From an optimization exercise on the open Yosys and OpenROAD flow, aimed at small area, a short achievable clock period and few clock cycles per item; shortcuts taken in it are not production practice.
RTL that was checked went through simulation tests only; none was proved equivalent to the original.
The RTL of run 1 was laid out without a check of its function.

<file path="run.sh">
#!/bin/bash
# synth_recipe.tcl (not shown) runs the flow's synth.tcl, then flattens the netlist and writes it again
# the make line also repeats each setting of config.mk as NAME=value (left out here)
make -C /OpenROAD-flow-scripts/flow DESIGN_CONFIG=/design/flow/config.mk WORK_HOME=/design/flow/orfs CLKGATE_MAP_FILE= SYNTH_SCRIPT=/design/flow/synth_recipe.tcl finish
</file>
<file path="config.mk">
export PLATFORM = sky130hd
export DESIGN_NAME = fc_top
export DESIGN_NICKNAME = fc_top
export VERILOG_FILES = /design/flow/design.v
export SDC_FILE = /design/flow/constraint.sdc
export NUM_CORES = 4
export LEC_CHECK = 0
export ABC_CLOCK_PERIOD_IN_PS = 2600
export CAP_MARGIN = 20
export CORE_MARGIN = 2
export CORE_UTILIZATION = 40
export PLACE_DENSITY = 0.6
export SETUP_SLACK_MARGIN = 3.4
export SLEW_MARGIN = 20
</file>
<file path="design.v">
`timescale 1ns/1ps
`default_nettype none
package fc_pkg;
  typedef logic signed [8-1:0] act_t;      
  typedef act_t [2-1:0] act_beat_t;         
  typedef logic signed [8-1:0] weight_t;
  typedef weight_t [3-1:0] weight_word_t;      
  typedef logic [3-1:0][8-1:0] lane_vec_t;
  typedef struct packed {
    logic [$clog2((6 / 3))-1:0] group;           
    lane_vec_t [2-1:0]     lanes;           
  } result_t;
  typedef struct packed {
    logic                  en;
    logic [3-1:0] addr;                    
    act_beat_t             data;
  } buf_wr_t;
endpackage
`default_nettype wire
`timescale 1ns/1ps
`default_nettype none
module fc_mul_rows (
  input  logic [7:0]  a,
  input  logic [3:0]  one,
  input  logic [3:0]  two,
  input  logic [7:0]  w,
  output logic [15:0] row_a,
  output logic [15:0] row_b
);
  wire r0_0 = ((one[0] & w[0])) ^ a[1];
  wire r0_1 = ((one[0] & w[1]) | (two[0] & w[0])) ^ a[1];
  wire r0_2 = ((one[0] & w[2]) | (two[0] & w[1])) ^ a[1];
  wire r0_3 = ((one[0] & w[3]) | (two[0] & w[2])) ^ a[1];
  wire r0_4 = ((one[0] & w[4]) | (two[0] & w[3])) ^ a[1];
  wire r0_5 = ((one[0] & w[5]) | (two[0] & w[4])) ^ a[1];
  wire r0_6 = ((one[0] & w[6]) | (two[0] & w[5])) ^ a[1];
  wire r0_7 = ((one[0] & w[7]) | (two[0] & w[6])) ^ a[1];
  wire r0_8 = ((one[0] & w[7]) | (two[0] & w[7])) ^ a[1];
  wire rn0 = ~r0_8;
  wire r1_0 = ((one[1] & w[0])) ^ a[3];
  wire r1_1 = ((one[1] & w[1]) | (two[1] & w[0])) ^ a[3];
  wire r1_2 = ((one[1] & w[2]) | (two[1] & w[1])) ^ a[3];
  wire r1_3 = ((one[1] & w[3]) | (two[1] & w[2])) ^ a[3];
  wire r1_4 = ((one[1] & w[4]) | (two[1] & w[3])) ^ a[3];
  wire r1_5 = ((one[1] & w[5]) | (two[1] & w[4])) ^ a[3];
  wire r1_6 = ((one[1] & w[6]) | (two[1] & w[5])) ^ a[3];
  wire r1_7 = ((one[1] & w[7]) | (two[1] & w[6])) ^ a[3];
  wire r1_8 = ((one[1] & w[7]) | (two[1] & w[7])) ^ a[3];
  wire rn1 = ~r1_8;
  wire r2_0 = ((one[2] & w[0])) ^ a[5];
  wire r2_1 = ((one[2] & w[1]) | (two[2] & w[0])) ^ a[5];
  wire r2_2 = ((one[2] & w[2]) | (two[2] & w[1])) ^ a[5];
  wire r2_3 = ((one[2] & w[3]) | (two[2] & w[2])) ^ a[5];
  wire r2_4 = ((one[2] & w[4]) | (two[2] & w[3])) ^ a[5];
  wire r2_5 = ((one[2] & w[5]) | (two[2] & w[4])) ^ a[5];
  wire r2_6 = ((one[2] & w[6]) | (two[2] & w[5])) ^ a[5];
  wire r2_7 = ((one[2] & w[7]) | (two[2] & w[6])) ^ a[5];
  wire r2_8 = ((one[2] & w[7]) | (two[2] & w[7])) ^ a[5];
  wire rn2 = ~r2_8;
  wire r3_0 = ((one[3] & w[0])) ^ a[7];
  wire r3_1 = ((one[3] & w[1]) | (two[3] & w[0])) ^ a[7];
  wire r3_2 = ((one[3] & w[2]) | (two[3] & w[1])) ^ a[7];
  wire r3_3 = ((one[3] & w[3]) | (two[3] & w[2])) ^ a[7];
  wire r3_4 = ((one[3] & w[4]) | (two[3] & w[3])) ^ a[7];
  wire r3_5 = ((one[3] & w[5]) | (two[3] & w[4])) ^ a[7];
  wire r3_6 = ((one[3] & w[6]) | (two[3] & w[5])) ^ a[7];
  wire r3_7 = ((one[3] & w[7]) | (two[3] & w[6])) ^ a[7];
  wire r3_8 = ((one[3] & w[7]) | (two[3] & w[7])) ^ a[7];
  wire rn3 = ~r3_8;
  wire m1, m2;
  assign {m2, m1} = r0_6 + r1_4;
  wire m3, m4;
  assign {m4, m3} = r0_7 + r1_5;
  wire m5, m6;
  assign {m6, m5} = rn0 + r1_6 + r2_4;
  wire m7, m8;
  assign {m8, m7} = r1_7 + r2_5;
  wire m9, m10;
  assign {m10, m9} = r0_4 + r1_2;
  wire m11, m12;
  assign {m12, m11} = r0_5 + r1_3;
  wire m13, m14;
  assign {m14, m13} = m1 + r2_2 + r3_0;
  wire m15, m16;
  assign {m16, m15} = m2 + m3 + r2_3;
  wire m17, m18;
  assign {m18, m17} = m4 + m5 + r3_2;
  wire m19, m20;
  assign {m20, m19} = m6 + m7 + r3_3;
  wire m21, m22;
  assign {m22, m21} = m8 + rn1 + r2_6;
  wire m23, m24;
  assign {m24, m23} = r2_7 + r3_5;
  wire m25, m26;
  assign {m26, m25} = r0_2 + r1_0;
  wire m27, m28;
  assign {m28, m27} = r0_3 + r1_1;
  wire m29, m30;
  assign {m30, m29} = m9 + r2_0 + a[5];
  wire m31, m32;
  assign {m32, m31} = m10 + m11 + r2_1;
  wire m33, m34;
  assign {m34, m33} = m12 + m13 + a[7];
  wire m35, m36;
  assign {m36, m35} = m14 + m15 + r3_1;
  wire m37, m38;
  assign {m38, m37} = m16 + m17 + 1'b1;
  wire m39, m40;
  assign {m40, m39} = m18 + m19 + 1'b1;
  wire m41, m42;
  assign {m42, m41} = m20 + m21 + r3_4;
  wire m43, m44;
  assign {m44, m43} = m22 + m23 + 1'b1;
  wire m45, m46;
  assign {m46, m45} = m24 + rn2 + r3_6;
  wire m47, m48;
  assign {m48, m47} = r3_7 + 1'b1;
  assign row_a = {1'b0, m48, m46, m44, m42, m40, m38, m36, m34, m32, m30, m28, m26, m25, r0_1, r0_0};
  assign row_b = {1'b0, rn3, m47, m45, m43, m41, m39, m37, m35, m33, m31, m29, m27, a[3], 1'b0, a[1]};
endmodule
module fc_booth_enc (
  input  logic [7:0] a,
  output logic [3:0] one,
  output logic [3:0] two
);
  for (genvar k = 0; k < 4; k++)
  begin : g_dig
    logic lo;
    assign lo     = (k == 0) ? 1'b0 : a[2*k-1];
    assign one[k] = a[2*k] ^ lo;
    assign two[k] = (a[2*k+1] & ~a[2*k] & ~lo) | (~a[2*k+1] & a[2*k] & lo);
  end
endmodule
module fc_acc_add (
  input  logic [18:0] acc,
  input  logic [0:0]  cin,
  input  logic [15:0] row_a,
  input  logic [15:0] row_b,
  output logic [18:0] sum,
  output logic [0:0]  cout
);
  wire s1, s2;
  assign {s2, s1} = acc[0] + row_a[0];
  wire s3, s4;
  assign {s4, s3} = acc[1] + row_a[1];
  wire s5, s6;
  assign {s6, s5} = acc[2] + row_a[2] + row_b[2];
  wire s7, s8;
  assign {s8, s7} = acc[3] + row_a[3] + row_b[3];
  wire s9, s10;
  assign {s10, s9} = acc[4] + row_a[4] + row_b[4];
  wire s11, s12;
  assign {s12, s11} = acc[5] + row_a[5] + row_b[5];
  wire s13, s14;
  assign {s14, s13} = acc[6] + row_a[6] + row_b[6];
  wire s15, s16;
  assign {s16, s15} = acc[7] + row_a[7] + row_b[7];
  wire s17, s18;
  assign {s18, s17} = acc[8] + row_a[8] + row_b[8];
  wire s19, s20;
  assign {s20, s19} = acc[9] + row_a[9] + row_b[9];
  wire s21, s22;
  assign {s22, s21} = acc[10] + row_a[10] + row_b[10];
  wire s23, s24;
  assign {s24, s23} = acc[11] + row_a[11] + row_b[11];
  wire s25, s26;
  assign {s26, s25} = acc[12] + row_a[12] + row_b[12];
  wire s27, s28;
  assign {s28, s27} = acc[13] + row_a[13] + row_b[13];
  wire s29, s30;
  assign {s30, s29} = acc[14] + row_a[14] + row_b[14];
  wire s31, s32;
  assign {s32, s31} = acc[15] + 1'b1;
  wire s33, s34;
  assign {s34, s33} = acc[16] + 1'b1;
  wire s35, s36;
  assign {s36, s35} = acc[17] + 1'b1;
  wire s37, s38;
  assign {s38, s37} = acc[18] + 1'b1;
  wire [18:0] sa = {s36, s34, s32, s30, s28, s26, s24, s22, s20, s18, s16, s14, s12, s10, s8, s6, s4, s2, s1};
  wire [18:0] sb = {s37, s35, s33, s31, s29, s27, s25, s23, s21, s19, s17, s15, s13, s11, s9, s7, s5, s3, row_b[0]};
  assign {cout[0], sum[9:0]} = 11'(sa[9:0]) + 11'(sb[9:0]);
  assign sum[18:10] = sa[18:10] + sb[18:10] + 9'(cin[0]);
endmodule
module fc_acc_value (
  input  logic [18:0] acc,
  input  logic [0:0]  cq,
  output logic [18:0] v
);
  assign v = acc + ((19'(cq[0]) << 10));
endmodule
`default_nettype wire
`timescale 1ns/1ps
`default_nettype none
module fc_top (
  input  logic        clk,
  input  logic        rst_n,
  input  logic        act_valid,
  input  logic [15:0] act_data,
  output logic        act_ready,
  input  logic        weight_valid,
  input  logic [23:0] weight_data,
  output logic        weight_ready,
  output logic        result_valid,
  output logic [48:0] result,
  input  logic        result_ready
);
  logic [15:0] ring [8];        
  logic [2:0]  tk;              
  logic [2:0]  a_idx;           
  logic        a_ahead;         
  logic        wr;
  logic        idle;
  logic [2:0]  m_idx;           
  logic        m_ph;            
  logic        wx;              
  logic        w_last;
  logic [23:0] w_r;
  logic        s1_first, s1_last, s1_ph;
  logic        s2_last, s2_ph;
  logic        pend;            
  logic        pend_g;
  logic        res_load;
  assign idle = !a_ahead && (a_idx == 3'd0) && !m_ph && (m_idx == 3'd0);
  assign wr = act_valid && act_ready;
  assign wx     = weight_valid && weight_ready;
  assign w_last = (m_idx == 3'd7);
  assign res_load = pend && (!result_valid || result_ready);
  always_ff @(posedge clk)
  begin
    ring[0] <= wr ? act_data : ring[7];
    for (int k = 1; k < 8; k++)
      ring[k] <= ring[k-1];
    w_r <= wx ? weight_data : 24'd0;
  end
  logic [2:0] tk_n, a_idx_n, m_idx_n;
  logic       a_ahead_n, m_ph_n, pend_n, rv_n;
  always_comb
  begin
    tk_n      = (idle && !wr) ? 3'd0 : tk + 1'b1;
    a_idx_n   = a_idx + wr;
    a_ahead_n = a_ahead ^ ((wr && (a_idx == 3'd7)) != (wx && m_ph && w_last));
    m_idx_n   = m_idx + wx;
    m_ph_n    = m_ph ^ (wx && w_last);
    pend_n    = s2_last || (pend && !res_load);
    rv_n      = res_load || (result_valid && !result_ready);
  end
  logic [3:0] act_rdy_c, w_rdy_c;
  for (genvar c = 0; c < 4; c++)
  begin : g_rdy
    localparam bit WR = c[1];
    localparam bit WX = c[0];
    logic [2:0] tk_x, a_idx_x, m_idx_x;
    logic       a_ahead_x, m_ph_x;
    always_comb
    begin
      tk_x      = (idle && !WR) ? 3'd0 : tk + 1'b1;
      a_idx_x   = a_idx + WR;
      a_ahead_x = a_ahead ^ ((WR && (a_idx == 3'd7)) != (WX && m_ph && w_last));
      m_idx_x   = m_idx + WX;
      m_ph_x    = m_ph ^ (WX && w_last);
    end
    assign act_rdy_c[c] = (tk_x == a_idx_x)
                          && (!a_ahead_x || (m_ph_x && (m_idx_x > a_idx_x)));
    assign w_rdy_c[c]   = (tk_x - 3'd1 == m_idx_x)
                          && (m_ph_x || a_ahead_x || (a_idx_x > m_idx_x));
  end
  logic act_ready_n;    
  logic w_blk;
  assign w_blk = (wx ? w_last : (m_idx == 3'd0))
                 && (s2_last || pend || (result_valid && !result_ready));
  always_ff @(posedge clk or negedge rst_n)
  begin
    if (!rst_n)
    begin
      act_ready_n  <= 1'b0;
      weight_ready <= 1'b0;
    end
    else
    begin
      act_ready_n  <= !act_rdy_c[{wr, wx}];
      weight_ready <= w_rdy_c[{wr, wx}] && !w_blk;
    end
  end
  assign act_ready = !act_ready_n;
  always_ff @(posedge clk or negedge rst_n)
  begin
    if (!rst_n)
    begin
      tk           <= '0;
      a_idx        <= '0;
      a_ahead      <= 1'b0;
      m_idx        <= '0;
      m_ph         <= 1'b0;
      s1_first     <= 1'b0;
      s1_last      <= 1'b0;
      s2_last      <= 1'b0;
      pend         <= 1'b0;
      result_valid <= 1'b0;
    end
    else
    begin
      tk           <= tk_n;
      a_idx        <= a_idx_n;
      a_ahead      <= a_ahead_n;
      m_idx        <= m_idx_n;
      m_ph         <= m_ph_n;
      s1_first     <= wx && (m_idx == 3'd0);
      s1_last      <= wx && w_last;
      s2_last      <= s1_last;
      pend         <= pend_n;
      result_valid <= rv_n;
    end
  end
  always_ff @(posedge clk)
  begin
    s1_ph <= m_ph;
    s2_ph <= s1_ph;
    if (s2_last)
      pend_g <= s2_ph;
  end
  localparam int NCUT = 1;    
  logic [41:0] res_q;
  logic        res_g;
  for (genvar b = 0; b < 2; b++)
  begin : g_img
    logic [3:0] one_n, two_n, one_r, two_r;
    fc_booth_enc u_enc (
      .a   (ring[0][8*b +: 8]),
      .one (one_n),
      .two (two_n)
    );
    always_ff @(posedge clk)
    begin
      one_r <= one_n;
      two_r <= two_n;
    end
    for (genvar j = 0; j < 3; j++)
    begin : g_lane
      logic [15:0] row_a, row_b;
      logic [15:0] p_a, p_b;        
      logic [18:0] acc;
      logic [18:0] sum;
      logic        clr_l;           
      fc_mul_rows u_mul (
        .a     (ring[1][8*b +: 8]),
        .one   (one_r),
        .two   (two_r),
        .w     (w_r[8*j +: 8]),
        .row_a (row_a),
        .row_b (row_b)
      );
      localparam int L = (3 * b + j) % 4;
      logic clr_q;
      if (L < 2)
      begin : g_pos
        assign clr_l = clr_q;
        if (L == 0)
        begin : g_nr
          always_ff @(posedge clk)
            clr_q <= s1_first;
        end
        else
        begin : g_r
          always_ff @(posedge clk or negedge rst_n)
            if (!rst_n)
              clr_q <= 1'b0;
            else
              clr_q <= s1_first;
        end
      end
      else
      begin : g_neg
        assign clr_l = !clr_q;
        if (L == 2)
        begin : g_nr
          always_ff @(posedge clk)
            clr_q <= !s1_first;
        end
        else
        begin : g_r
          always_ff @(posedge clk or negedge rst_n)
            if (!rst_n)
              clr_q <= 1'b0;
            else
              clr_q <= !s1_first;
        end
      end
      logic [NCUT-1:0] cq, cout;
      logic [18:0]     accv;
      fc_acc_add u_add (
        .acc   (clr_l ? 19'd0 : acc),
        .cin   (clr_l ? NCUT'(0) : cq),
        .row_a (p_a),
        .row_b (p_b),
        .sum   (sum),
        .cout  (cout)
      );
      fc_acc_value u_val (
        .acc (acc),
        .cq  (cq),
        .v   (accv)
      );
      always_ff @(posedge clk)
      begin
        p_a <= row_a;
        p_b <= row_b;
        acc <= sum;
        cq  <= cout;
        if (res_load)
          res_q[7*(3*b+j) +: 7] <= accv[18] ? 7'd0
                                 : (|accv[17:11]) ? 7'd127
                                 : accv[10:4];
      end
    end
  end
  always_ff @(posedge clk)
  begin
    if (res_load)
      res_g <= pend_g;
  end
  assign result = {res_g,
                   1'b0, res_q[35 +: 7], 1'b0, res_q[28 +: 7], 1'b0, res_q[21 +: 7],
                   1'b0, res_q[14 +: 7], 1'b0, res_q[ 7 +: 7], 1'b0, res_q[ 0 +: 7]};
endmodule
`default_nettype wire
</file>
<file path="constraint.sdc">
create_clock -name core_clock -period 6.0 [get_ports {clk}]
set_input_delay 1.2000 -clock core_clock [delete_from_list [all_inputs] [get_ports {clk}]]
set_output_delay 1.2000 -clock core_clock [all_outputs]
set_load 0.01 [all_outputs]
</file>
==> impl_metrics.env, run 1 <==
export IMPL_slew_violations=0
export IMPL_synth_edf_count=44
export IMPL_setup_tns_ps=0
export IMPL_r2r_slack_ps=3060
export IMPL_vias_per_cell=5.02
export IMPL_criticalPathCategory="flop to flop"
export IMPL_ys_ff_latch=516
export IMPL_hold_end="ring[4][9]"
export IMPL_fin_crit_ps=2940
export IMPL_regToRegEndpoint="g_img[0].g_lane[1].acc[17]"
export IMPL_final_cell_mix="dfxtp_1, xnor2_1, inv_1"
export IMPL_grt_max_degree=29
export IMPL_fp_dieW_um=263
export IMPL_antenna_left=0
export IMPL_cts_hold_buffers=0
export IMPL_clkSlewWorstSetupHoldPaths_ps=60
export IMPL_place_congestion=0.858
export IMPL_relSlewSlack_pct=33.3
export IMPL_drt_iter0_markers=1045
export IMPL_hold_depth=0
export IMPL_cts_buffer_depth=3
export IMPL_synth_flop_cell="dfxtp_1"
export IMPL_r2r_start="g_img[0].g_lane[1].clr_q"
export IMPL_antenna_found_initial=3
export IMPL_setup_worst_path_start_class="flop"
export IMPL_overflow=0
export IMPL_drive_gt1_share_pct=18.4
export IMPL_io_pins=97
export IMPL_maxCapViolations=0
export IMPL_cts_root_buffer="clkbuf_16"
export IMPL_routed_wl_um=62400
export IMPL_hp_class="flop to flop"
export IMPL_grt_first_pass_wirelength_um=99900
export IMPL_place_inst=3339
export IMPL_die_area_um2=69000
export IMPL_wire_per_inst_um=17.7
export IMPL_rows=94
export IMPL_worst_pin_slew_ps=1000
export IMPL_synthesis_instances=2502
export IMPL_cts_htree_levels=2
export IMPL_first_pass_iters=5
export IMPL_drcViolationCount=0
export IMPL_seq_area_frac_synth_pct=40.6
export IMPL_cts_sinks=516
export IMPL_fin_crit_sh_pct=49.0
export IMPL_arrival_ps=3410
export IMPL_skew_ps=12.5
export IMPL_critPathRequiredTime_ps=6470
export IMPL_fin_cells=3525
export IMPL_cpPeakStageDelay_ps=450
export IMPL_area_delta_synth_final_pct=21.1
export IMPL_fin_area_um2=32400
export IMPL_num_vias=17700
export IMPL_cts_tree="built"
export IMPL_worst_path_max_delay_cell="fa_1"
export IMPL_die_h_um=263
export IMPL_yosys_cell_types_count=63
export IMPL_cp_cell_sequence="buf_12 -> buf_12 -> buf_4 -> nor2b_4 -> fa_1 -> ha_1 -> a21o_1 -> a21oi_2 -> o21ai_2 -> or4_4 -> o311ai_2 -> xnor2_1"
export IMPL_netlist_area_um2=26800
export IMPL_layout_commonest_cell="dfxtp_1"
export IMPL_worst_r2r_cell_count=12
export IMPL_fin_util_pct=49.1
export IMPL_worstPathMaxFanout=7
export IMPL_end_kind="flop"
export IMPL_place_hpwl_um=41800
export IMPL_hold_start="ring[3][9]"
export IMPL_start_util_pct=40.6
export IMPL_rsz0062_at_grt="true"
export IMPL_grt_pass1_vias=18500
export IMPL_finish_net_count=3042
export IMPL_io_buffers=90
export IMPL_syn_avg_cell_area_um2=10.7
export IMPL_synth_warnings=3
export IMPL_worstSkewPairLatency_ps=600
export IMPL_crit_top_cell="buf_12"
export IMPL_cts_buffers=55
export IMPL_hold_viol=0
export IMPL_async_flop_share_pct=3.88
export IMPL_fmax_ghz=0.340
export IMPL_place_area_um2=28500
export IMPL_setup_viol=0
export IMPL_outcome="finished clean"
export IMPL_grtUsageTotal_pct=17.9
export IMPL_core_area_um2=66000
layout make-up:
cell class                 count  area (um2)
antenna                        1        2.50
clock buffer                  70        1600
clock inverter                30         337
fill                        5825       33600
inverter                     273        1050
multi-input combinational   1581       15600
sequential                   516       11000
tap                          864        1080
timing repair buffer         190        1800
sequential cells by signal (all words and copies together), names as in the netlist, 3 cells and up:
| register | count |
|---|---|
| g_img.g_lane.p_a | 90 |
| res_q | 42 |
| ring | 128 |
| g_img.g_lane.acc | 114 |
| g_img.g_lane.clr_q | 4 |
| tk | 3 |
| g_img.g_lane.cq | 6 |
| g_img.one_r | 6 |
| a_idx | 3 |
| m_idx | 3 |
| g_img.g_lane.p_b | 72 |
| g_img.two_r | 8 |
| w_r | 24 |
layer usage:
metal  wire length, um  vias up  global-route usage, %
met4              1970        8                   6.10
met1             29300     8623                   25.1
li1                  -     8514                      -
met3              3300      114                   3.03
met2             27800      437                   28.0
met5                49        -                      0
timing repair:
item | in CTS | in global routing
endpoints found under the setup margin | 199 | 79
gates resized for setup | 224 | 168
cloned | 3 | 0
buffers inserted | 44 | 38
pin swaps | 60 | 108
worst max path at each step:
stage / startpoint / end / cells past startpoint
after floorplan: g_img[0].g_lane[1].clr_q / g_img[1].g_lane[2].acc[9] / 10
after global placement: weight_valid / weight_ready / 7
after detailed placement: weight_valid / weight_ready / 7
after CTS: g_img[1].g_lane[0].clr_q / g_img[1].g_lane[0].acc[9] / 9
after global routing: g_img[0].g_lane[1].clr_q / g_img[0].g_lane[1].acc[16] / 13
final: g_img[0].g_lane[1].clr_q / g_img[0].g_lane[1].acc[17] / 12
metrics by stage:
stage                     worst slack (ps)  hold slack (ps)
after floorplan                       3260              310
after detailed placement              2630              312
final                                 3060              324
after global placement                2720              310
after global routing                  2960              328
after CTS                             3090              323
synthesized netlist by cell type (5+ instances only):
cell	instances	area [um2]
inv_1	271	1020
buf_2	6	30.0
nand3_1	29	145
xnor2_1	288	2520
dfxtp_1	452	9050
a21oi_1	49	245
xor2_1	52	455
edfxtp_1	44	1320
buf_1	10	37.5
clkbuf_1	111	417
or2_2	6	37.5
o41ai_1	10	87.6
dfrtp_1	20	500
a2111oi_0	5	43.8
a21o_1	21	158
nor3_1	27	135
nor2_1	65	244
nand2_1	99	372
nor2b_1	73	457
o21a_1	49	368
nand3b_1	8	60.1
buf_4	7	52.6
a22oi_1	168	1260
nand2b_1	32	200
nand4_1	8	50.1
and3_1	25	156
o21ai_0	67	335
and2_1	27	169
fa_1	162	3240
mux2_2	23	259
ha_1	218	2730
o21bai_1	10	75.1
worst max-delay path, delay by kind of cell, from the launching register on:
kind | cells | cell delay, ps
AO/OA/AOI/OAI | 4 | 570
flip-flops | 1 | 440
buffers and inverters | 3 | 420
AND/OR/NAND/NOR | 2 | 520
XOR/XNOR | 1 | 110
adder cells (fa/ha/maj) | 2 | 750
kinds of logic (layout without fill, tap and decap cells):
logic type | after synthesis | after routing | share of synthesized area (%)
simple gates | 411 | 411 | 7.97
fa+ha+maj | 380 | 380 | 22.3
other cells | 1 | 7 | 0.0140
buf+inv | 410 | 563 | 5.96
mux | 24 | 24 | 1.00
compound gates | 418 | 418 | 10.9
xor+xnor | 342 | 342 | 11.3
flops | 516 | 516 | 40.6
==> run 2, diff against run 1 <==
--- a/design.v
+++ b/design.v
@@ -133,11 +133,11 @@
 endmodule
 module fc_acc_add (
   input  logic [18:0] acc,
-  input  logic [0:0]  cin,
+  input  logic [1:0]  cin,
   input  logic [15:0] row_a,
   input  logic [15:0] row_b,
   output logic [18:0] sum,
-  output logic [0:0]  cout
+  output logic [1:0]  cout
 );
   wire s1, s2;
   assign {s2, s1} = acc[0] + row_a[0];
@@ -179,15 +179,16 @@
   assign {s38, s37} = acc[18] + 1'b1;
   wire [18:0] sa = {s36, s34, s32, s30, s28, s26, s24, s22, s20, s18, s16, s14, s12, s10, s8, s6, s4, s2, s1};
   wire [18:0] sb = {s37, s35, s33, s31, s29, s27, s25, s23, s21, s19, s17, s15, s13, s11, s9, s7, s5, s3, row_b[0]};
-  assign {cout[0], sum[9:0]} = 11'(sa[9:0]) + 11'(sb[9:0]);
-  assign sum[18:10] = sa[18:10] + sb[18:10] + 9'(cin[0]);
+  assign {cout[0], sum[6:0]} = 8'(sa[6:0]) + 8'(sb[6:0]);
+  assign {cout[1], sum[12:7]} = 7'(sa[12:7]) + 7'(sb[12:7]) + 7'(cin[0]);
+  assign sum[18:13] = sa[18:13] + sb[18:13] + 6'(cin[1]);
 endmodule
 module fc_acc_value (
   input  logic [18:0] acc,
-  input  logic [0:0]  cq,
+  input  logic [1:0]  cq,
   output logic [18:0] v
 );
-  assign v = acc + ((19'(cq[0]) << 10));
+  assign v = acc + ((19'(cq[0]) << 7) | (19'(cq[1]) << 13));
 endmodule
 `default_nettype wire
 `timescale 1ns/1ps
@@ -319,7 +320,7 @@
     if (s2_last)
       pend_g <= s2_ph;
   end
-  localparam int NCUT = 1;    
+  localparam int NCUT = 2;    
   logic [41:0] res_q;
   logic        res_g;
   for (genvar b = 0; b < 2; b++)
--- a/config.mk
+++ b/config.mk
@@ -5,10 +5,10 @@
 export SDC_FILE = /design/flow/constraint.sdc
 export NUM_CORES = 4
 export LEC_CHECK = 0
-export ABC_CLOCK_PERIOD_IN_PS = 2600
+export ABC_CLOCK_PERIOD_IN_PS = 2300
 export CAP_MARGIN = 20
 export CORE_MARGIN = 2
 export CORE_UTILIZATION = 40
 export PLACE_DENSITY = 0.6
-export SETUP_SLACK_MARGIN = 3.4
+export SETUP_SLACK_MARGIN = 3.7
 export SLEW_MARGIN = 20
==> run 2 against run 1 <==
Against the previous run:
- die area rose by 0.93%
- wire length rose by 5.2%
- utilization rose by 1.1 points
- critical path depth fell by 2
- final area rose by 3.9%
- still clean
- non-clock buffer count rose by 85
- cell count rose by 2.7%
- worst setup slack improved by 360 ps
- clock-buffer cell count rose by 5
==> impl_metrics.env, run 2 <==
export IMPL_drt_iter0_markers=953
export IMPL_end_kind="flop"
export IMPL_netlist_area_um2=27000
export IMPL_worstPathMaxFanout=5
export IMPL_setup_worst_path_start_class="flop"
export IMPL_first_pass_iters=5
export IMPL_fin_crit_sh_pct=43.0
export IMPL_synth_most_common_cell="dfxtp_1"
export IMPL_relSlewSlack_pct=60.6
export IMPL_grt_pass1_vias=18600
export IMPL_outcome="finished clean"
export IMPL_final_cell_mix="dfxtp_1, inv_1, xnor2_1"
export IMPL_worst_pin_slew_ps=590
export IMPL_hp_class="flop to flop"
export IMPL_critPathRequiredTime_ps=6490
export IMPL_synth_warnings=3
export IMPL_num_vias=17900
export IMPL_setup_viol=0
export IMPL_fmax_ghz=0.388
export IMPL_cts_buffers=56
export IMPL_skew_ps=23.7
export IMPL_drcViolationCount=0
export IMPL_cts_tree="built"
export IMPL_syn_avg_cell_area_um2=10.8
export IMPL_overflow=0
export IMPL_maxCapViolations=0
export IMPL_vias_per_cell=4.95
export IMPL_synthesis_instances=2498
export IMPL_cts_sinks=522
export IMPL_place_inst=3347
export IMPL_cts_htree_levels=2
export IMPL_fp_dieW_um=264
export IMPL_wire_per_inst_um=18.1
export IMPL_fin_util_pct=50.3
export IMPL_synth_edf_count=44
export IMPL_cts_hold_buffers=0
export IMPL_rows=95
export IMPL_place_congestion=0.803
export IMPL_criticalPathCategory="flop to flop"
export IMPL_io_pins=97
export IMPL_fin_area_um2=33700
export IMPL_grt_first_pass_wirelength_um=100000
export IMPL_area_delta_synth_final_pct=24.7
export IMPL_cts_buffer_depth=3
export IMPL_yosys_area_top_type="dfxtp_1"
export IMPL_grt_max_degree=29
export IMPL_start_util_pct=40.3
export IMPL_routed_wl_um=65600
export IMPL_place_hpwl_um=40300
export IMPL_core_area_um2=67000
export IMPL_largest_registers="ring x128, g_img.g_lane.acc x114, g_img.g_lane.p_a x90"
export IMPL_rsz0062_at_grt="true"
export IMPL_synth_flop_cell="dfxtp_1"
export IMPL_netlist_top_cells_count="dfxtp_1, inv_1, xnor2_1, ha_1, fa_1"
export IMPL_die_area_um2=69700
export IMPL_fin_crit_ps=2580
export IMPL_synth_top_area_share_pct=33.9
export IMPL_finish_net_count=3137
export IMPL_arrival_ps=3070
export IMPL_hold_viol=0
export IMPL_cp_startpoint="g_img[0].g_lane[1].clr_q"
export IMPL_yosys_top_cells_area="dfxtp_1, fa_1, ha_1"
export IMPL_fin_cells=3621
export IMPL_io_buffers=90
export IMPL_hold_start="ring[6][3]"
export IMPL_setup_tns_ps=0
export IMPL_async_flop_share_pct=3.83
export IMPL_antenna_left=0
export IMPL_r2r_start="g_img[0].g_lane[1].clr_q"
export IMPL_n_antenna_cell=0
export IMPL_seq_area_frac_synth_pct=40.7
export IMPL_layout_commonest_cell="dfxtp_1"
export IMPL_yosys_cell_types_count=57
export IMPL_place_area_um2=28800
export IMPL_whs_ps=321
export IMPL_worstSkewPairLatency_ps=630
export IMPL_drive_gt1_share_pct=24.6
export IMPL_antenna_found_initial=4
export IMPL_cts_root_buffer="clkbuf_16"
export IMPL_ys_ff_latch=522
export IMPL_clkSlewWorstSetupHoldPaths_ps=70
export IMPL_regMostFlops="ring"
export IMPL_largest_reg_flops=128
export IMPL_grtUsageTotal_pct=18.0
export IMPL_slew_violations=0
export IMPL_die_h_um=264
export IMPL_fillCellCount=5940
## run 2: worst paths after layout
| check | end | slack, ps | cells after the start |
|---|---|---|---|
| worst max register to register | g_img[1].g_lane[2].cq[1] | 3420 | 10 |
| max in group asynchronous | g_img[1].g_lane[0].clr_q | 5060 | 1 |
| worst min register to register | ring[7][3] | 320 | 0 |
| worst max-delay path | g_img[1].g_lane[2].cq[1] | 3420 | 10 |
| min in group asynchronous | tk[1] | 550 | 1 |
| worst min-delay path | ring[7][3] | 320 | 0 |
## run 2: kinds of logic (layout without fill, tap and decap cells)
group | count (synthesis) | after routing | synth area share [%]
other cells | 1 | 6 | 0.0139
mux | 23 | 23 | 0.954
xor+xnor | 350 | 350 | 11.4
flops | 522 | 522 | 40.7
compound gates | 434 | 434 | 11.0
buf+inv | 452 | 697 | 6.45
fa+ha+maj | 392 | 392 | 23.0
simple gates | 324 | 324 | 6.54
## run 2: critical path: stages, from the launching register on
cell,delay (ps)
dfrtp_2,440
buf_6,160
buf_16,140
buf_4,140
nor2b_2,140
fa_1,470
ha_4,280
a21oi_1,200
o21bai_2,110
a21o_1,160
a21o_1,200
## run 2: layout make-up
| cell class | count | area, um2 | share of cell area, % |
|---|---|---|---|
| timing repair buffer | 275 | 2670 | 7.92 |
| tap | 873 | 1090 | 3.24 |
| sequential | 522 | 11100 | 33.1 |
| multi-input combinational | 1529 | 15600 | 46.3 |
| clock buffer | 75 | 1660 | 4.92 |
| clock inverter | 31 | 315 | 0.936 |
| inverter | 316 | 1210 | 3.58 |
## run 2: per-layer routing
layer / vias up / global-route usage, % / wire length [um]
li1: 8595 / - / -
met1: 8797 / 24.9 / 30600
met2: 420 / 28.7 / 30200
met3: 96 / 3.06 / 3140
met4: 0 / 6.00 / 1680
met5: - / 0 / 0
## run 2: metrics by stage
stage,setup slack (ps)
2_1_floorplan,3580
3_3_place_gp,2530
3_5_place_dp,2740
4_1_cts,3380
5_1_grt,3350
6_report,3420
## run 2: timing repair
action | CTS | global route
buffers inserted | 80 | 77
resized for setup | 423 | 171
pin swaps | 82 | 137
cloned | 6 | 5
setup endpoints to repair | 241 | 140
Testbench counts of run 2, summed over its fixed seeds: cycles 5,160, vectors 320.
==> run 3, diff against run 2 <==
==> config.mk (replaced) <==
export PLATFORM = sky130hd
export DESIGN_NAME = fc_top
export DESIGN_NICKNAME = fc_top
export VERILOG_FILES = /design/flow/design.v
export SDC_FILE = /design/flow/constraint.sdc
export NUM_CORES = 4
export LEC_CHECK = 0
export ABC_CLOCK_PERIOD_IN_PS = 2600
export CAP_MARGIN = 20
export CORE_MARGIN = 2
export CORE_UTILIZATION = 65
export PLACE_DENSITY = 0.75
export SETUP_SLACK_MARGIN = 3.4
export SLEW_MARGIN = 20
==> run 3 against run 2 <==
Against the previous run:
- still clean on timing, DRC and antenna
- clock skew up 3.1 ps
- register-to-register slack worse by 100 ps
- fmax down 3.8%
- flip-flop and latch count unchanged
- non-clock buffer count down 122
- utilization up 25 points
- critical path depth up 2
- hold slack better by 3.4 ps
- worst setup slack worse by 100 ps
- cell count down 13%
- critical endpoint unchanged
==> impl_metrics.env, run 3 <==
export IMPL_outcome="finished clean"
export IMPL_overflow=0
export IMPL_wire_per_inst_um=19.0
export IMPL_hold_viol=0
export IMPL_yosys_top_cells_area="dfxtp_1, fa_1, ha_1"
export IMPL_drt_iter0_markers=1177
export IMPL_cts_buffer_depth=3
export IMPL_cts_sinks=522
export IMPL_n_antenna_cell=0
export IMPL_core_area_um2=40900
export IMPL_antenna_found_initial=1
export IMPL_slew_violations=0
export IMPL_yosys_cell_types_count=57
export IMPL_grtUsageTotal_pct=27.6
export IMPL_drcViolationCount=0
export IMPL_worst_pin_slew_ps=956
export IMPL_setup_worst_path_start_class="flop"
export IMPL_worst_r2r_cell_count=12
export IMPL_synth_flop_cell="dfxtp_1"
export IMPL_num_vias=17600
export IMPL_arrival_ps=3210
export IMPL_cts_buffers=53
export IMPL_synthesis_instances=2498
export IMPL_whs_ps=325
export IMPL_synth_top_area_share_pct=33.9
export IMPL_worstPathMaxFanout=5
export IMPL_fin_crit_ps=2680
export IMPL_synth_warnings=3
export IMPL_yosys_area_share_adder_pct=23.0
export IMPL_maxCapViolations=0
export IMPL_die_h_um=208
export IMPL_cts_htree_levels=2
export IMPL_hold_start="ring[5][14]"
export IMPL_relSlewSlack_pct=36.2
export IMPL_worstSkewPairLatency_ps=610
export IMPL_synthMuxAreaShare_pct=0.954
export IMPL_cts_tree="built"
export IMPL_yosys_area_share_simple_pct=6.54
export IMPL_start_util_pct=66.0
export IMPL_synth_edf_count=44
export IMPL_synth_most_common_cell="dfxtp_1"
export IMPL_rsz0062_at_grt="true"
export IMPL_die_area_um2=43200
export IMPL_fin_crit_sh_pct=44.7
export IMPL_hold_end="ring[6][14]"
export IMPL_regMostFlops="ring"
export IMPL_final_cell_mix="dfxtp_1, inv_1, xnor2_1"
export IMPL_async_flop_share_pct=3.83
export IMPL_netlist_top_cells_count="dfxtp_1, inv_1, xnor2_1, ha_1, fa_1"
export IMPL_r2r_start="g_img[0].g_lane[1].clr_q"
export IMPL_largest_registers="ring x128, g_img.g_lane.acc x114, g_img.g_lane.p_a x90"
export IMPL_crit_top_cell="fa_2"
export IMPL_first_pass_iters=6
export IMPL_place_inst=3006
export IMPL_io_buffers=90
export IMPL_grt_first_pass_wirelength_um=95500
export IMPL_grt_max_degree=37
export IMPL_largest_reg_flops=128
export IMPL_area_delta_synth_final_pct=14.3
export IMPL_worst_path_max_delay_cell="dfrtp_2"
export IMPL_layout_commonest_cell="dfxtp_1"
export IMPL_setup_viol=0
export IMPL_fp_dieW_um=208
export IMPL_fin_ws_ps=3320
export IMPL_hold_depth=0
export IMPL_yosys_area_top_type="dfxtp_1"
export IMPL_clkSlewWorstSetupHoldPaths_ps=70
export IMPL_fin_cells=3151
export IMPL_vias_per_cell=5.59
export IMPL_synth_compound_area_share_pct=11.0
export IMPL_syn_avg_cell_area_um2=10.8
export IMPL_antenna_left=0
export IMPL_criticalPathCategory="flop to flop"
export IMPL_cp_top_family="adder cells"
export IMPL_seq_area_frac_synth_pct=40.7
export IMPL_routed_wl_um=59900
export IMPL_setup_tns_ps=0
export IMPL_drive_gt1_share_pct=12.4
export IMPL_path_buf_inv=4
export IMPL_synth_top_family_by_area="adder cells"
export IMPL_cts_root_buffer="clkbuf_16"
export IMPL_preCtsSetupSlack_ps=2570
export IMPL_cp_cell_sequence="buf_4 -> buf_12 -> buf_16 -> nand2b_4 -> fa_2 -> fa_2 -> fa_2 -> inv_2 -> a21oi_2 -> o21bai_2 -> a21o_1 -> a21o_1"
export IMPL_place_hpwl_um=39700
export IMPL_cpPeakStageDelay_ps=430
export IMPL_hp_class="flop to flop"
export IMPL_synth_xor_area_share_pct=11.4
export IMPL_skew_ps=26.9
export IMPL_grt_pass1_vias=18300
export IMPL_ys_ff_latch=522
export IMPL_io_pins=97
export IMPL_fmax_ghz=0.373
export IMPL_fillCellCount=2781
export IMPL_finish_net_count=3012
export IMPL_end_kind="flop"
export IMPL_r2r_slack_ps=3320
export IMPL_place_congestion=0.864
export IMPL_rows=74
export IMPL_critPathRequiredTime_ps=6530
export IMPL_netlist_area_um2=27000
export IMPL_regToRegEndpoint="g_img[1].g_lane[2].cq[1]"
-- run 3: cell types whose count changed in the layout (fill, tap and decap cells not counted), moves of 27 or more --
cell | previous run | this run
ha_1 | 177 | 207
buf_2 | 46 | 1
a22oi_2 | 27 | 0
buf_4 | 127 | 48
dlygate4sd2_1 | 0 | 45
a22oi_1 | 141 | 168
ha_4 | 36 | 8
-- run 3: worst max path at each step --
stage / startpoint / endpoint / slack, ps / depth (start not counted)
after global routing: g_img[0].g_lane[1].clr_q / g_img[0].g_lane[1].cq[1] / 3230 / 13
after floorplan: g_img[0].one_r[1] / g_img[0].g_lane[1].p_b[6] / 3410 / 9
after detailed placement: ring[1][7] / g_img[0].g_lane[1].p_b[8] / 2570 / 5
final: g_img[0].g_lane[1].clr_q / g_img[1].g_lane[2].cq[1] / 3320 / 12
after global placement: ring[1][7] / g_img[0].g_lane[0].p_b[10] / 2670 / 5
after CTS: g_img[0].g_lane[1].clr_q / g_img[1].g_lane[2].cq[1] / 3280 / 11
-- run 3: logic make-up (layout without fill, tap and decap cells) --
kind of cell / after synthesis / in the layout
fa+ha+maj: 392 / 392
flops: 522 / 522
xor+xnor: 350 / 350
other cells: 1 / 6
compound gates: 434 / 434
mux: 23 / 23
simple gates: 324 / 324
buf+inv: 452 / 568
-- run 3: cell type report --
type / count / area, um2 / share of cell area (%)
multi-input cells: 1529 / 14700 / 47.7
well taps: 532 / 666 / 2.15
flip-flops and latches: 522 / 11100 / 35.8
inverters: 316 / 1190 / 3.86
clock inverters: 32 / 270 / 0.875
repair buffers: 153 / 1490 / 4.83
clock buffers: 67 / 1480 / 4.80
-- run 3: worst reg2reg max path: stages, from the launching register on --
cell and delay (ps):
dfrtp_2 430, buf_4 150, buf_12 130, buf_16 140, nand2b_4 150, fa_2 350, fa_2 390, fa_2 370
inv_2 60, a21oi_2 50, o21bai_2 150, a21o_1 130, a21o_1 120
-- run 3: routing by layer --
metal / track usage, % / part of all wire, % / vias up / wire length (um)
met5: 0 / 0 / - / 0
met4: 10.1 / 3.0 / 0 / 1770
met3: 4.47 / 6.0 / 91 / 3570
met2: 43.6 / 46 / 563 / 27800
met1: 38.6 / 45 / 8655 / 26800
li1: - / - / 8319 / -
-- run 3: through the flow --
stage          cell area [um2]  utilization (%)
2_1_floorplan            27100                -
3_3_place_gp             28200             68.9
3_5_place_dp             28200             68.9
4_1_cts                  30400             74.3
5_1_grt                  30900             75.5
6_report                 30900             75.5
-- run 3: what timing repair did --
| action | 4_1_cts | 5_1_grt |
|---|---|---|
| pin swaps | 19 | 55 |
| resized for setup | 134 | 91 |
| cloned | 3 | 2 |
| buffers inserted | 24 | 17 |
| endpoints found under the setup margin | 181 | 67 |
| hold buffers | 0 | 0 |
==> run 4, diff against run 3 <==
--- a/config.mk
+++ b/config.mk
@@ -8,7 +8,9 @@
 export ABC_CLOCK_PERIOD_IN_PS = 2600
 export CAP_MARGIN = 20
 export CORE_MARGIN = 2
-export CORE_UTILIZATION = 65
-export PLACE_DENSITY = 0.75
+export CORE_UTILIZATION = 40
+export CTS_BUF_LIST = sky130_fd_sc_hd__clkbuf_4 sky130_fd_sc_hd__clkbuf_8
+export CTS_CLUSTER_SIZE = 25
+export PLACE_DENSITY = 0.6
 export SETUP_SLACK_MARGIN = 3.4
 export SLEW_MARGIN = 20
==> run 4 against run 3 <==
Against the previous run:
- register-to-register slack improved by 20 ps
- worst setup slack improved by 23 ps
- sequential share of layout area decreased by 0.42 points
- fmax increased by 0.88%
- synthesized cell count unchanged
- flip-flop and latch count unchanged
- die area increased by 61%
- cell count increased by 13%
- clock-buffer cell count increased by 72
- critical path depth decreased by 2
- critical endpoint is now g_img[0].g_lane[1].acc[17]
==> impl_metrics.env, run 4 <==
export IMPL_outcome="finished clean"
export IMPL_regMostFlops="ring"
export IMPL_cts_sinks=522
export IMPL_worstPathMaxFanout=21
export IMPL_multi_input_area_um2=14600
export IMPL_core_area_um2=67000
export IMPL_die_h_um=264
export IMPL_netlist_area_um2=27000
export IMPL_overflow=0
export IMPL_fin_cells=3545
export IMPL_fillCellCount=6210
export IMPL_syn_avg_cell_area_um2=10.8
export IMPL_drt_iter0_markers=871
export IMPL_fin_area_um2=31300
export IMPL_cts_root_buffer="clkbuf_8"
export IMPL_synth_most_common_cell="dfxtp_1"
export IMPL_finish_net_count=3036
export IMPL_cts_hold_buffers=0
export IMPL_hold_viol=0
export IMPL_yosys_area_top_type="dfxtp_1"
export IMPL_place_area_um2=28600
export IMPL_place_congestion=0.818
export IMPL_synth_edf_count=44
export IMPL_cts_htree_levels=3
export IMPL_io_pins=97
export IMPL_cts_buffer_depth=3
export IMPL_worstSkewPairLatency_ps=670
export IMPL_fin_ws_ps=3340
export IMPL_fp_dieW_um=264
export IMPL_worst_pin_slew_ps=1000
export IMPL_clkSlewWorstSetupHoldPaths_ps=60
export IMPL_start_util_pct=40.3
export IMPL_drcViolationCount=0
export IMPL_grt_pass1_vias=18300
export IMPL_cts_tree="built"
export IMPL_final_cell_mix="dfxtp_1, inv_1, xnor2_1"
export IMPL_synthesis_instances=2498
export IMPL_synth_warnings=3
export IMPL_grt_max_degree=29
export IMPL_wire_per_inst_um=16.8
export IMPL_vias_per_cell=4.89
export IMPL_area_delta_synth_final_pct=15.7
export IMPL_largest_registers="ring x128, g_img.g_lane.acc x114, g_img.g_lane.p_a x90"
export IMPL_ys_ff_latch=522
export IMPL_end_kind="flop"
export IMPL_largest_reg_flops=128
export IMPL_setup_tns_ps=0
export IMPL_grt_first_pass_wirelength_um=96900
export IMPL_hp_class="flop to flop"
export IMPL_critPathRequiredTime_ps=6530
export IMPL_yosys_cell_types_count=57
export IMPL_maxCapViolations=0
export IMPL_criticalPathCategory="flop to flop"
export IMPL_arrival_ps=3190
export IMPL_slew_violations=0
export IMPL_synth_flop_cell="dfxtp_1"
export IMPL_rsz0062_at_grt="true"
export IMPL_first_pass_iters=5
export IMPL_grtUsageTotal_pct=17.3
export IMPL_fin_crit_ps=2660
export IMPL_layout_commonest_cell="dfxtp_1"
export IMPL_seqCellArea_um2=11100
export IMPL_preCtsSetupSlack_ps=2610
export IMPL_async_flop_share_pct=3.83
export IMPL_num_vias=17300
export IMPL_yosys_top_cells_area="dfxtp_1, fa_1, ha_1"
export IMPL_place_hpwl_um=41300
export IMPL_die_area_um2=69700
export IMPL_rows=95
export IMPL_antenna_found_initial=1
export IMPL_relSlewSlack_pct=33.1
export IMPL_place_inst=3348
export IMPL_synth_top_area_share_pct=33.9
export IMPL_seq_area_frac_synth_pct=40.7
export IMPL_io_buffers=90
export IMPL_antenna_left=0
export IMPL_setup_viol=0
export IMPL_skew_ps=37.9
export IMPL_routed_wl_um=59600
export IMPL_setup_worst_path_start_class="flop"
export IMPL_fmax_ghz=0.376
export IMPL_cts_buffers=87
export IMPL_fin_crit_sh_pct=44.3
export IMPL_netlist_top_cells_count="dfxtp_1, inv_1, xnor2_1, ha_1, fa_1"
export IMPL_drive_gt1_share_pct=13.4
==> run 4: cell counts after synthesis <==
Identical to the previous run, type by type.
==> run 4: logic make-up (layout without fill, tap and decap cells) <==
group,after synthesis,after routing,share of synthesized area [%]
fa+ha+maj,392,392,23.0
xor+xnor,350,350,11.4
simple gates,324,324,6.54
mux,23,23,0.954
flops,522,522,40.7
compound gates,434,434,11.0
other cells,1,10,0.0139
buf+inv,452,617,6.45
==> run 4: critical path: stages (launching register included) <==
cell and delay (ps):
dfrtp_2 510, buf_4 190, buf_16 160, nand2b_1 160
fa_2 360, fa_2 400, fa_2 380, inv_1 60
a21o_1 110, a21oi_1 80, xnor2_1 130
==> run 4: routing by layer <==
layer  routed length (um)  GRT usage (%)  vias to the layer above
met5                    0              0                        -
met4                 1210           6.00                        0
met2                26600           26.8                      338
met1                29200           24.4                     8512
met3                 2610           3.03                       72
li1                     -              -                     8398
==> run 4: layout make-up <==
cell class | instances | share of cell area (%)
well taps | 873 | 3.49
clock buffers | 139 | 5.54
repair buffers | 143 | 4.41
clock inverters | 19 | 0.720
inverters | 316 | 3.83
flip-flops and latches | 522 | 35.4
diodes | 4 | 0.0320
multi-input cells | 1529 | 46.6
==> run 4: what timing repair did <==
| action | 4_1_cts | 5_1_grt |
|---|---|---|
| setup buffers | 15 | 17 |
| gates cloned | 3 | 0 |
| gates resized for setup | 130 | 86 |
| pin swaps | 7 | 42 |
| setup endpoints to repair | 168 | 75 |
==> run 4: path summary, 6_finish.rpt <==
check / start / end / slack [ps] / depth (start not counted)
max: g_img[0].g_lane[1].clr_q / g_img[0].g_lane[1].acc[17] / 3340 / 10
min: ring[2][14] / ring[3][14] / 320 / 0
max reg2reg: g_img[0].g_lane[1].clr_q / g_img[0].g_lane[1].acc[17] / 3340 / 10
min reg2reg: ring[2][14] / ring[3][14] / 320 / 0
max in group asynchronous: rst_n / weight_ready / 5050 / 1
min in group asynchronous: rst_n / a_idx[2] / 520 / 1
==> run 4: per-stage QoR <==
step	util [%]	hold WS (ps)
floorplan	-	310
global placement	42.7	311
detailed placement	42.7	312
CTS	46.0	322
global route	46.6	331
finish	46.6	317
==> run 5, diff against run 4 <==
--- a/config.mk
+++ b/config.mk
@@ -12,5 +12,5 @@
 export CTS_BUF_LIST = sky130_fd_sc_hd__clkbuf_4 sky130_fd_sc_hd__clkbuf_8
 export CTS_CLUSTER_SIZE = 25
 export PLACE_DENSITY = 0.6
-export SETUP_SLACK_MARGIN = 3.4
+export SETUP_SLACK_MARGIN = 3.2
 export SLEW_MARGIN = 20
==> run 5 against run 4 <==
Against the previous run:
- still clean
- utilization is 0.91 points lower
- sequential share of layout area is 0.63 points higher
- synthesized area stayed put
- cell count is 0.87% lower
- fmax is 2.7% lower
- clock-buffer cell count is 6 lower
==> impl_metrics.env, run 5 <==
export IMPL_cp_top_family="buffers and inverters"
export IMPL_cp_startpoint="res_q[18]"
export IMPL_yosys_top_cells_area="dfxtp_1, fa_1, ha_1"
export IMPL_netlist_top_cells_count="dfxtp_1, inv_1, xnor2_1, ha_1, fa_1"
export IMPL_worstPathMaxFanout=1
export IMPL_grtUsageTotal_pct=17.1
export IMPL_place_congestion=0.802
export IMPL_die_h_um=264
export IMPL_hp_class="flop to flop"
export IMPL_finish_net_count=3006
export IMPL_rsz0062_at_grt="true"
export IMPL_r2r_slack_ps=3270
export IMPL_synth_top_area_share_pct=33.9
export IMPL_grt_first_pass_wirelength_um=95700
export IMPL_setup_viol=0
export IMPL_cts_sinks=522
export IMPL_seq_area_frac_synth_pct=40.7
export IMPL_worst_r2r_cell_count=9
export IMPL_maxCapViolations=0
export IMPL_slew_violations=0
export IMPL_synth_warnings=3
export IMPL_antenna_left=0
export IMPL_worst_pin_slew_ps=1030
export IMPL_outcome="finished clean"
export IMPL_ys_ff_latch=522
export IMPL_setup_tns_ps=0
export IMPL_place_inst=3345
export IMPL_drive_gt1_share_pct=9.70
export IMPL_path_buf_inv=1
export IMPL_worstSkewPairLatency_ps=670
export IMPL_rows=95
export IMPL_cpPeakStageDelay_ps=550
export IMPL_synth_flop_cell="dfxtp_1"
export IMPL_grt_max_degree=43
export IMPL_criticalPathCategory="flop to primary output"
export IMPL_largest_reg_flops=128
export IMPL_fin_crit_sh_pct=45.5
export IMPL_arrival_ps=1530
export IMPL_area_delta_synth_final_pct=13.4
export IMPL_cp_cell_sequence="clkdlybuf4s50_1"
export IMPL_die_area_um2=69700
export IMPL_cts_root_buffer="clkbuf_8"
export IMPL_crit_end="result[20]"
export IMPL_clkSlewWorstSetupHoldPaths_ps=70
export IMPL_cts_tree="built"
export IMPL_drt_iter0_markers=1082
export IMPL_final_cell_mix="dfxtp_1, inv_1, xnor2_1"
export IMPL_r2r_start="m_idx[0]"
export IMPL_end_kind="primary output"
export IMPL_yosys_area_top_type="dfxtp_1"
export IMPL_antenna_found_initial=1
export IMPL_num_vias=17300
export IMPL_place_hpwl_um=41500
export IMPL_synth_most_common_cell="dfxtp_1"
export IMPL_critPathRequiredTime_ps=4800
export IMPL_skew_ps=28.2
export IMPL_regToRegEndpoint="weight_ready"
export IMPL_netlist_area_um2=27000
export IMPL_start_util_pct=40.3
export IMPL_fin_crit_ps=2730
export IMPL_place_area_um2=28600
export IMPL_overflow=0
export IMPL_fin_ws_ps=3270
export IMPL_fin_cells=3514
export IMPL_fmax_ghz=0.366
export IMPL_cts_htree_levels=3
export IMPL_cts_buffer_depth=3
export IMPL_synth_edf_count=44
export IMPL_async_flop_share_pct=3.83
export IMPL_first_pass_iters=5
export IMPL_cts_buffers=86
export IMPL_largest_registers="ring x128, g_img.g_lane.acc x114, g_img.g_lane.p_a x90"
export IMPL_preCtsSetupSlack_ps=2640
export IMPL_io_pins=97
export IMPL_grt_pass1_vias=18200
export IMPL_fin_area_um2=30600
export IMPL_regMostFlops="ring"
export IMPL_routed_wl_um=58900
export IMPL_syn_avg_cell_area_um2=10.8
export IMPL_vias_per_cell=4.91
export IMPL_wire_per_inst_um=16.8
export IMPL_core_area_um2=67000
export IMPL_fillCellCount=6212
export IMPL_relSlewSlack_pct=31.0
export IMPL_cp_depth=1
export IMPL_io_buffers=90
export IMPL_worst_path_max_delay_cell="clkdlybuf4s50_1"
export IMPL_fp_dieW_um=264
export IMPL_yosys_cell_types_count=57
export IMPL_synthesis_instances=2498
export IMPL_layout_commonest_cell="dfxtp_1"
export IMPL_hold_viol=0
export IMPL_drcViolationCount=0
export IMPL_setup_worst_path_start_class="flop"
-- run 5: cell type report --
type	instances	area (um2)	area share, %
clock inverters	26	206	0.674
well taps	873	1090	3.56
multi-input cells	1529	14300	46.8
repair buffers	114	1090	3.55
inverters	316	1190	3.87
flip-flops and latches	522	11000	36.0
clock buffers	133	1690	5.52
diodes	1	2.50	0.00816
-- run 5: cell families (layout without fill, tap and decap cells) --
kind of cell	count (synthesis)	in the layout	synth area share [%]
buffers and inverters	452	589	6.45
AND/OR/NAND/NOR	324	324	6.54
multiplexers	23	23	0.954
AO/OA/AOI/OAI	434	434	11.0
adder cells (fa/ha/maj)	392	392	23.0
flip-flops	522	522	40.7
other	1	7	0.0139
XOR/XNOR	350	350	11.4
-- run 5: metal layers --
metal,vias up,GRT usage [%],wire length (um)
met3,94,3.10,3050
met4,0,6.70,1510
met2,413,26.2,25900
li1,8333,-,-
met1,8429,23.9,28400
met5,-,0,0
-- run 5: timing repair --
item | 4_1_cts | 5_1_grt
setup endpoints to repair | 97 | 20
cloned | 0 | 1
hold buffers | 0 | 0
buffers inserted | 4 | 4
resized for setup | 43 | 23
pin swaps | 0 | 1
-- run 5: worst min-delay path by stage --
| stage | start | slack, ps | cells past startpoint | to |
|---|---|---|---|---|
| 6_report | ring[3][1] | 320 | 0 | ring[4][1] |
| 5_1_grt | ring[3][2] | 330 | 0 | ring[4][2] |
| 4_1_cts | ring[6][1] | 320 | 0 | ring[7][1] |
| 3_5_place_dp | ring[3][2] | 310 | 0 | ring[4][2] |
| 3_3_place_gp | ring[6][10] | 310 | 0 | ring[7][10] |
| 2_1_floorplan | ring[1][10] | 310 | 0 | ring[2][10] |
-- run 5: metrics by stage --
step	hold WS (ps)	utilization, %
after floorplan	310	-
after global placement	311	42.7
after detailed placement	312	42.7
after CTS	319	45.6
after global routing	331	45.7
final	319	45.7
==> run 6, diff against run 5 <==
--- a/config.mk
+++ b/config.mk
@@ -12,5 +12,5 @@
 export CTS_BUF_LIST = sky130_fd_sc_hd__clkbuf_4 sky130_fd_sc_hd__clkbuf_8
 export CTS_CLUSTER_SIZE = 25
 export PLACE_DENSITY = 0.6
-export SETUP_SLACK_MARGIN = 3.2
+export SETUP_SLACK_MARGIN = 3.6
 export SLEW_MARGIN = 20
==> run 6 against run 5 <==
Against the previous run:
- cell count increased by 3.5%
- global-route usage grew 1.0 points
- die area did not move
==> impl_metrics.env, run 6 <==
export IMPL_outcome="finished clean"
export IMPL_skew_ps=20.6
export IMPL_finish_net_count=3126
export IMPL_regMostFlops="ring"
export IMPL_area_delta_synth_final_pct=22.2
export IMPL_clkSlewWorstSetupHoldPaths_ps=70
export IMPL_async_flop_share_pct=3.83
export IMPL_synth_top_area_share_pct=33.9
export IMPL_worst_r2r_cell_count=11
export IMPL_antenna_found_initial=6
export IMPL_rows=95
export IMPL_hold_viol=0
export IMPL_fmax_ghz=0.384
export IMPL_worstSkewPairLatency_ps=690
export IMPL_place_hpwl_um=40800
export IMPL_setup_worst_path_start_class="flop"
export IMPL_cts_sinks=522
export IMPL_synth_edf_count=44
export IMPL_core_area_um2=67000
export IMPL_relSlewSlack_pct=34.1
export IMPL_hold_start="ring[4][8]"
export IMPL_final_cell_mix="dfxtp_1, inv_1, xnor2_1"
export IMPL_cp_top_family="adder cells"
export IMPL_r2r_slack_ps=3400
export IMPL_seqCellArea_um2=11100
export IMPL_regToRegEndpoint="g_img[1].g_lane[2].acc[12]"
export IMPL_vias_per_cell=4.94
export IMPL_yosys_area_top_type="dfxtp_1"
export IMPL_hold_depth=0
export IMPL_netlist_top_cells_count="dfxtp_1, inv_1, xnor2_1, ha_1, fa_1"
export IMPL_cts_root_buffer="clkbuf_8"
export IMPL_cpPeakStageDelay_ps=450
export IMPL_worstPathMaxFanout=6
export IMPL_end_kind="flop"
export IMPL_start_util_pct=40.3
export IMPL_path_buf_inv=3
export IMPL_cts_htree_levels=3
export IMPL_setup_viol=0
export IMPL_crit_top_cell="buf_6"
export IMPL_ys_ff_latch=522
export IMPL_preCtsSetupSlack_ps=2640
export IMPL_slew_violations=0
export IMPL_io_pins=97
export IMPL_cts_tree="built"
export IMPL_arrival_ps=3210
export IMPL_grtUsageTotal_pct=18.1
export IMPL_synth_warnings=3
export IMPL_cts_buffers=90
export IMPL_wire_per_inst_um=17.7
export IMPL_yosys_top_cells_area="dfxtp_1, fa_1, ha_1"
export IMPL_rsz0062_at_grt="true"
export IMPL_hold_end="ring[5][8]"
export IMPL_synthesis_instances=2498
export IMPL_fin_ws_ps=3400
export IMPL_cts_buffer_depth=3
export IMPL_criticalPathCategory="flop to flop"
export IMPL_grt_max_degree=29
export IMPL_antenna_left=0
export IMPL_seq_area_frac_synth_pct=40.7
export IMPL_worst_path_max_delay_cell="dfrtp_2"
export IMPL_num_vias=18000
export IMPL_largest_registers="ring x128, g_img.g_lane.acc x114, g_img.g_lane.p_a x90"
export IMPL_fin_crit_ps=2600
export IMPL_layout_commonest_cell="dfxtp_1"
export IMPL_setup_tns_ps=0
export IMPL_netlist_area_um2=27000
export IMPL_place_congestion=0.834
export IMPL_routed_wl_um=64500
export IMPL_largest_reg_flops=128
export IMPL_multi_input_area_um2=15300
export IMPL_syn_avg_cell_area_um2=10.8
export IMPL_hp_class="flop to flop"
export IMPL_fp_dieW_um=264
export IMPL_first_pass_iters=5
export IMPL_grt_pass1_vias=18700
export IMPL_drive_gt1_share_pct=23.1
export IMPL_fillCellCount=6025
export IMPL_io_buffers=90
export IMPL_synth_most_common_cell="dfxtp_1"
export IMPL_die_area_um2=69700
export IMPL_fin_crit_sh_pct=43.4
export IMPL_maxCapViolations=0
export IMPL_synth_flop_cell="dfxtp_1"
export IMPL_cp_cell_sequence="buf_6 -> buf_16 -> buf_6 -> nor2b_4 -> fa_1 -> ha_1 -> a21o_1 -> a21oi_4 -> o21bai_1 -> a21oi_1 -> xnor2_1"
export IMPL_die_h_um=264
export IMPL_overflow=0
export IMPL_critPathRequiredTime_ps=6600
export IMPL_r2r_start="g_img[0].g_lane[1].clr_q"
export IMPL_drcViolationCount=0
export IMPL_worst_pin_slew_ps=983
export IMPL_drt_iter0_markers=993
export IMPL_grt_first_pass_wirelength_um=100000
export IMPL_yosys_cell_types_count=57
[run 6: cell count changes in the layout (fill, tap and decap cells not counted), sizes merged, moves of 2 or more]
cell and change:
clkinv +2, buf +157, bufinv +6, clkbuf +2
dlygate4sd2 -17, clkdlybuf4s50 -28
[run 6: routing by layer]
metal	GRT usage [%]	wire [um]	part of all wire (%)
met1	24.3	29800	46
met2	28.4	29100	45
met3	4.06	3650	5.7
met4	6.83	1890	2.9
met5	0	49	0.076
[run 6: worst max-delay path by stage]
stage,startpoint,end,slack (ps),cells past startpoint
after floorplan,ring[1][13],g_img[1].g_lane[0].p_b[8],3560,8
after global placement,weight_valid,weight_ready,2660,7
after detailed placement,weight_valid,weight_ready,2640,7
after CTS,g_img[0].g_lane[1].clr_q,g_img[1].g_lane[2].cq[1],3410,11
after global routing,g_img[0].g_lane[1].clr_q,g_img[0].g_lane[1].cq[1],3300,12
final,g_img[0].g_lane[1].clr_q,g_img[1].g_lane[2].acc[12],3400,11
[run 6: metrics by stage]
step / hold slack (ps) / instance area, um2 / util [%] / cells
finish: 319 / 33000 / 49.2 / 3637
global route: 327 / 33000 / 49.2 / 3636
global placement: 310 / 28700 / 42.7 / 3344
detailed placement: 312 / 28700 / 42.7 / 3344
floorplan: 310 / 27300 / - / 2503
CTS: 320 / 31800 / 47.4 / 3573
[run 6: cell type report]
| class | instances | area share (%) |
|---|---|---|
| Sequential cell | 522 | 33.7 |
| Clock inverter | 34 | 1.32 |
| Clock buffer | 131 | 5.14 |
| Multi-Input combinational cell | 1530 | 46.5 |
| Tap cell | 873 | 3.31 |
| Timing Repair Buffer | 229 | 6.34 |
| Inverter | 316 | 3.65 |
| Antenna cell | 2 | 0.0152 |
[run 6: worst register-to-register path: stages, from the launching register on]
cell	delay, ps
dfrtp_2	450
buf_6	160
buf_16	150
buf_6	120
nor2b_4	110
fa_1	450
ha_1	310
a21o_1	190
a21oi_4	170
o21bai_1	80
a21oi_1	190
xnor2_1	140
[run 6: cells by family after synthesis]
family	Yosys count	share of synthesized area, %
flip-flops	522	40.7
other	1	0.0139
XOR/XNOR	350	11.4
adder cells (fa/ha/maj)	392	23.0
AND/OR/NAND/NOR	324	6.54
AO/OA/AOI/OAI	434	11.0
buffers and inverters	452	6.45
multiplexers	23	0.954
[run 6: repair_timing]
item	CTS	global route
hold buffers	0	0
setup endpoints to repair	243	157
setup buffers	61	60
pin swaps	91	127
resized for setup	381	161
gates cloned	3	2

## what the ideal ports hide
In the flow no input, the clock included, has a driving cell. The finished layouts below were timed again as built, in two steps. Step 1 sets driving cells, clkbuf_16 on the clock port and buf_2 on the other inputs (assumed; they add their load-dependent delay and slew). Step 2 adds t to the input delays and takes it off the output delays; t is the mean of the earliest and latest rising clock arrival at the registers after step 1. Input paths then give back, and output paths get back, about the clock's delay inside the block. Slacks: no drivers / after step 1 / after step 2; pairs: no drivers / after step 1.
run | t (ns) | setup WS [ns] | worst hold slack (ns)
run 1 | 0.651 | 3.062 / 3.062 / 3.062 | 0.324 / 0.324 / 0.324
run 2 | 0.674 | 3.420 / 3.420 / 3.208 | 0.321 / 0.321 / 0.321
run 3 | 0.649 | 3.319 / 3.319 / 2.928 | 0.325 / 0.325 / 0.325
run 4 | 0.708 | 3.342 / 3.342 / 2.839 | 0.317 / 0.317 / 0.317
run 5 | 0.718 | 3.269 / 3.210 / 2.634 | 0.319 / 0.319 / 0.319
run 6 | 0.738 | 3.397 / 3.397 / 3.000 | 0.319 / 0.319 / 0.319
After both steps every run listed still meets setup and hold. For run 5, which loses most, drivers alone change the setup slack by -0.059 ns; drivers and shift together by -0.635 ns.
